Background: an optimization exercise with open tools, aiming at small area and a short achievable clock period. Do not read the settings as production practice.
At most, simulation tests tie the RTL to the original design; equivalence was not proved.
No activity file was given, so power comes from the tool's default toggle rates.

==> module stream_fifo, before the edit <==
module stream_fifo (
   input  logic                 pclk,
   input  logic                 prst_n,
   input  logic                 i_push,
   input  axis_pkg::axis_word_t i_wdata,
   output logic                 o_full,
   input  logic                 i_pop,
   output axis_pkg::axis_word_t o_rdata,
   output logic                 o_empty,
   output logic                 o_rdy_lvl
);
   localparam int DEPTH = 2**5;
   localparam int DW    = 32;
   logic [DEPTH*DW-1:0]  mem;
   localparam int WLO = 4;
   localparam int WHI = DEPTH / WLO;
   logic [WLO-1:0]       wsel_lo;
   logic [WHI-1:0]       wsel_hi;
   logic [DEPTH-1:0]     rsel;
   axis_pkg::fifo_lvl_t  lvl;
   axis_pkg::fifo_lvl_t  lvl_nxt;
   logic                 tready_q;
   logic                 empty_q;
   logic                 rdy_q;
   logic                 wr_en;
   logic                 rd_en;
   assign o_full    = ~tready_q;
   assign o_empty   = empty_q;
   assign o_rdy_lvl = rdy_q;
   assign wr_en = i_push & tready_q;
   assign rd_en = i_pop;
   always_ff @(posedge pclk) begin
      for (int i = 0; i < DEPTH; i++) begin
         if (wr_en && wsel_lo[i % WLO] && wsel_hi[i / WLO]) begin
            mem[i*DW +: DW] <= i_wdata;
         end
      end
   end
   always_comb begin
      o_rdata = '0;
      for (int i = 0; i < DEPTH; i++) begin
         o_rdata = o_rdata | ({DW{rsel[i]}} & mem[i*DW +: DW]);
      end
   end
   logic inc;
   logic dec;
   logic lvl_eq1;
   logic lvl_eq31;
   logic lvl_ge8;
   logic lvl_gt8;
   logic lvl_ge10;
   assign inc = wr_en & ~rd_en;
   assign dec = rd_en & ~wr_en;
   assign lvl_eq1  = (lvl == axis_pkg::fifo_lvl_t'(1));
   assign lvl_eq31 = (lvl == axis_pkg::fifo_lvl_t'(DEPTH-1));
   assign lvl_ge8  = (lvl >= axis_pkg::fifo_lvl_t'(8));
   assign lvl_gt8  = (lvl >  axis_pkg::fifo_lvl_t'(8));
   assign lvl_ge10 = (lvl >= axis_pkg::fifo_lvl_t'(8+2));
   axis_pkg::fifo_lvl_t lvl_up;
   axis_pkg::fifo_lvl_t lvl_dn;
   assign lvl_up  = lvl + 1'b1;
   assign lvl_dn  = lvl - 1'b1;
   assign lvl_nxt = ({(5+1){inc}} & lvl_up) |
                    ({(5+1){dec}} & lvl_dn) |
                    ({(5+1){~inc & ~dec}} & lvl);
   always_ff @(posedge pclk) begin
      if (!prst_n) begin
         wsel_lo  <= WLO'(1);
         wsel_hi  <= WHI'(1);
         rsel     <= DEPTH'(1);
         lvl      <= '0;
         tready_q <= 1'b1;
         empty_q  <= 1'b1;
         rdy_q    <= 1'b0;
      end else begin
         if (wr_en) begin
            wsel_lo <= {wsel_lo[WLO-2:0], wsel_lo[WLO-1]};
            if (wsel_lo[WLO-1]) begin
               wsel_hi <= {wsel_hi[WHI-2:0], wsel_hi[WHI-1]};
            end
         end
         if (rd_en) begin
            rsel <= {rsel[DEPTH-2:0], rsel[DEPTH-1]};
         end
         lvl      <= lvl_nxt;
         tready_q <= (inc & ~lvl_eq31) | dec | (~inc & ~dec & tready_q);
         empty_q  <= (dec & lvl_eq1) | (~inc & ~dec & empty_q);
         rdy_q    <= (inc & lvl_ge8) | (dec & lvl_ge10) | (~inc & ~dec & lvl_gt8);
      end
   end
endmodule
export LEC_CHECK = 0
export ABC_CLOCK_PERIOD_IN_PS = 1500
export CAP_MARGIN = 20
export CORE_MARGIN = 2
export CORE_UTILIZATION = 40
export CTS_CLUSTER_DIAMETER = 100
export CTS_CLUSTER_SIZE = 25
export SETUP_SLACK_MARGIN = 1.6
export SLEW_MARGIN = 20
create_clock -name core_clock -period 3.3 [get_ports {pclk}]
standard.sh (not shown) runs the stock make flow with config.mk's settings and CLKGATE_MAP_FILE= SYNTH_SCRIPT=/design/flow/synth_recipe.tcl, a recipe that flattens the netlist after the stock synthesis.
==> flow/flow/run.sh <==
#!/bin/bash
# Layout flow: the standard flow, with clock tree synthesis told not to add
# dummy balancing loads and the port buffers made with a plain buffer cell
set -o pipefail
bash standard.sh \
  CTS_ARGS="-sink_clustering_enable -repair_clock_nets -sink_clustering_size 25 -sink_clustering_max_diameter 100 -dont_use_dummy_load" \
  BUFFER_PORTS_ARGS="-buffer_cell sky130_fd_sc_hd__buf_2" \
  finish > standard.log 2>&1
Change:
--- a/flow/design.v
+++ b/flow/design.v
@@ -45,18 +45,20 @@
    logic [WHI-1:0]       wsel_hi;
    logic [DEPTH-1:0]     rsel;
    axis_pkg::fifo_lvl_t  lvl;
    axis_pkg::fifo_lvl_t  lvl_nxt;
    logic                 tready_q;
+   logic                 full_q;
+   logic                 rd_q;
    logic                 empty_q;
    logic                 rdy_q;
    logic                 wr_en;
    logic                 rd_en;
    assign o_full    = ~tready_q;
    assign o_empty   = empty_q;
    assign o_rdy_lvl = rdy_q;
-   assign wr_en = i_push & tready_q;
+   assign wr_en = i_push & ~full_q;
    assign rd_en = i_pop;
    always_ff @(posedge pclk) begin
       for (int i = 0; i < DEPTH; i++) begin
          if (wr_en && wsel_lo[i % WLO] && wsel_hi[i / WLO]) begin
             mem[i*DW +: DW] <= i_wdata;
@@ -95,24 +97,28 @@
          wsel_lo  <= WLO'(1);
          wsel_hi  <= WHI'(1);
          rsel     <= DEPTH'(1);
          lvl      <= '0;
          tready_q <= 1'b1;
+         full_q   <= 1'b0;
+         rd_q     <= 1'b0;
          empty_q  <= 1'b1;
          rdy_q    <= 1'b0;
       end else begin
          if (wr_en) begin
             wsel_lo <= {wsel_lo[WLO-2:0], wsel_lo[WLO-1]};
             if (wsel_lo[WLO-1]) begin
                wsel_hi <= {wsel_hi[WHI-2:0], wsel_hi[WHI-1]};
             end
          end
-         if (rd_en) begin
+         rd_q <= rd_en;
+         if (rd_q) begin
             rsel <= {rsel[DEPTH-2:0], rsel[DEPTH-1]};
          end
          lvl      <= lvl_nxt;
          tready_q <= (inc & ~lvl_eq31) | dec | (~inc & ~dec & tready_q);
+         full_q   <= (inc & lvl_eq31) | (~inc & ~dec & full_q);
          empty_q  <= (dec & lvl_eq1) | (~inc & ~dec & empty_q);
          rdy_q    <= (inc & lvl_ge8) | (dec & lvl_ge10) | (~inc & ~dec & lvl_gt8);
       end
    end
 endmodule
What happened: Register-to-register slack is worse by 180 ps; final cell count rises by 1.7%; worst setup slack is worse by 170 ps; core utilization rises by 2.3 points; hold slack is better by 23 ps; combinational power falls by 7.0%.
The RTL of the second run of this note was laid out without a check of its function.


axi4s2v with an RTL version that a note above also has.
For scale: roughly 2300 cells after synthesis, roughly 65 I/O pins, about 41000 um2 of cells after synthesis.
==> module stream_fifo, before the edit <==
module stream_fifo (
   input  logic                 pclk,
   input  logic                 prst_n,
   input  logic                 i_push,
   input  axis_pkg::axis_word_t i_wdata,
   output logic                 o_full,
   input  logic                 i_pop,
   output axis_pkg::axis_word_t o_rdata,
   output logic                 o_empty,
   output logic                 o_rdy_lvl
);
   localparam int DEPTH = 2**5;
   localparam int DW    = 32;
   logic [DEPTH*DW-1:0]  mem;
   localparam int WLO = 4;
   localparam int WHI = DEPTH / WLO;
   logic [WLO-1:0]       wsel_lo;
   logic [WHI-1:0]       wsel_hi;
   logic [DEPTH-1:0]     rsel;
   axis_pkg::fifo_lvl_t  lvl;
   axis_pkg::fifo_lvl_t  lvl_nxt;
   logic                 tready_q;
   logic                 full_q;
   logic                 rd_q;
   logic                 empty_q;
   logic                 rdy_q;
   logic                 wr_en;
   logic                 rd_en;
   assign o_full    = ~tready_q;
   assign o_empty   = empty_q;
   assign o_rdy_lvl = rdy_q;
   assign wr_en = i_push & ~full_q;
   assign rd_en = i_pop;
   always_ff @(posedge pclk) begin
      for (int i = 0; i < DEPTH; i++) begin
         if (wr_en && wsel_lo[i % WLO] && wsel_hi[i / WLO]) begin
            mem[i*DW +: DW] <= i_wdata;
         end
      end
   end
   always_comb begin
      o_rdata = '0;
      for (int i = 0; i < DEPTH; i++) begin
         o_rdata = o_rdata | ({DW{rsel[i]}} & mem[i*DW +: DW]);
      end
   end
   logic inc;
   logic dec;
   logic lvl_eq1;
   logic lvl_eq31;
   logic lvl_ge8;
   logic lvl_gt8;
   logic lvl_ge10;
   assign inc = wr_en & ~rd_en;
   assign dec = rd_en & ~wr_en;
   assign lvl_eq1  = (lvl == axis_pkg::fifo_lvl_t'(1));
   assign lvl_eq31 = (lvl == axis_pkg::fifo_lvl_t'(DEPTH-1));
   assign lvl_ge8  = (lvl >= axis_pkg::fifo_lvl_t'(8));
   assign lvl_gt8  = (lvl >  axis_pkg::fifo_lvl_t'(8));
   assign lvl_ge10 = (lvl >= axis_pkg::fifo_lvl_t'(8+2));
   axis_pkg::fifo_lvl_t lvl_up;
   axis_pkg::fifo_lvl_t lvl_dn;
   assign lvl_up  = lvl + 1'b1;
   assign lvl_dn  = lvl - 1'b1;
   assign lvl_nxt = ({(5+1){inc}} & lvl_up) |
                    ({(5+1){dec}} & lvl_dn) |
                    ({(5+1){~inc & ~dec}} & lvl);
   always_ff @(posedge pclk) begin
      if (!prst_n) begin
         wsel_lo  <= WLO'(1);
         wsel_hi  <= WHI'(1);
         rsel     <= DEPTH'(1);
         lvl      <= '0;
         tready_q <= 1'b1;
         full_q   <= 1'b0;
         rd_q     <= 1'b0;
         empty_q  <= 1'b1;
         rdy_q    <= 1'b0;
      end else begin
         if (wr_en) begin
            wsel_lo <= {wsel_lo[WLO-2:0], wsel_lo[WLO-1]};
            if (wsel_lo[WLO-1]) begin
               wsel_hi <= {wsel_hi[WHI-2:0], wsel_hi[WHI-1]};
            end
         end
         rd_q <= rd_en;
         if (rd_q) begin
            rsel <= {rsel[DEPTH-2:0], rsel[DEPTH-1]};
         end
         lvl      <= lvl_nxt;
         tready_q <= (inc & ~lvl_eq31) | dec | (~inc & ~dec & tready_q);
         full_q   <= (inc & lvl_eq31) | (~inc & ~dec & full_q);
         empty_q  <= (dec & lvl_eq1) | (~inc & ~dec & empty_q);
         rdy_q    <= (inc & lvl_ge8) | (dec & lvl_ge10) | (~inc & ~dec & lvl_gt8);
      end
   end
endmodule
clock: 3.3 ns
lec_check: 0
abc_clock_period_in_ps: 1500
cap_margin: 20
core_margin: 2
core_utilization: 40
cts_cluster_diameter: 100
cts_cluster_size: 25
setup_slack_margin: 1.5
slew_margin: 20
Scripts as last shown in full above: flow/flow/run.sh
Edit:
--- a/flow/design.v
+++ b/flow/design.v
@@ -48,6 +48,4 @@
    axis_pkg::fifo_lvl_t  lvl_nxt;
    logic                 tready_q;
-   logic                 full_q;
-   logic                 rd_q;
    logic                 empty_q;
    logic                 rdy_q;
@@ -57,5 +55,5 @@
    assign o_empty   = empty_q;
    assign o_rdy_lvl = rdy_q;
-   assign wr_en = i_push & ~full_q;
+   assign wr_en = i_push & tready_q;
    assign rd_en = i_pop;
    always_ff @(posedge pclk) begin
@@ -100,6 +98,4 @@
          lvl      <= '0;
          tready_q <= 1'b1;
-         full_q   <= 1'b0;
-         rd_q     <= 1'b0;
          empty_q  <= 1'b1;
          rdy_q    <= 1'b0;
@@ -111,11 +107,9 @@
             end
          end
-         rd_q <= rd_en;
-         if (rd_q) begin
+         if (rd_en) begin
             rsel <= {rsel[DEPTH-2:0], rsel[DEPTH-1]};
          end
          lvl      <= lvl_nxt;
          tready_q <= (inc & ~lvl_eq31) | dec | (~inc & ~dec & tready_q);
-         full_q   <= (inc & lvl_eq31) | (~inc & ~dec & full_q);
          empty_q  <= (dec & lvl_eq1) | (~inc & ~dec & empty_q);
          rdy_q    <= (inc & lvl_ge8) | (dec & lvl_ge10) | (~inc & ~dec & lvl_gt8);
- The changed run went through all stages and came out clean
- utilization is lower by 0.58 points
- power barely changes
- cell area drops slightly
- non-clock buffer count went down by 33
- wire length falls by a few percent
- die area is about the same
- maximum frequency barely changes
- sequential cell count decreases by 2
- setup slack is about the same
- area after synthesis barely changes
- sequential share of layout area rises by 0.92 points
- via count increases slightly
Function not checked in the first run of this note: the RTL went through the layout flow alone.

## port drivers added, routing unchanged
Ports are ideal in the flow. The routed layouts listed here were re-timed in OpenROAD.
Step 1: set_driving_cell puts a clkbuf_16 on pclk and a buf_2 on each other input, an assumption about the parent block.
Step 2 adds t to the input delays and takes it off the output delays; t is the mean of the earliest and latest rising clock arrival at the registers after step 1. Input paths then give back, and output paths get back, about the clock's delay inside the block.
a / b / c = no drivers / after step 1 / after step 2; a / b = the first two.
| run | t (ns) | setup WS [ns] | hold WS [ns] |
|---|---|---|---|
| the first run of note 1 | 0.710 | 1.508 / 1.442 / 1.133 | 0.187 / 0.147 / 0.336 |
| the second run of note 1 | 0.734 | 1.340 / 1.340 / 0.953 | 0.210 / 0.160 / 0.262 |
| the first run of note 2 | 0.714 | 1.463 / 1.428 / 1.085 | 0.227 / 0.174 / 0.334 |
| the second run of note 2 | 0.720 | 1.465 / 1.394 / 0.961 | 0.166 / 0.124 / 0.333 |
After both steps setup and hold are still met in every run listed. For the second run of note 2, which loses most, drivers alone change the setup slack by -0.071 ns; drivers and shift together by -0.504 ns.
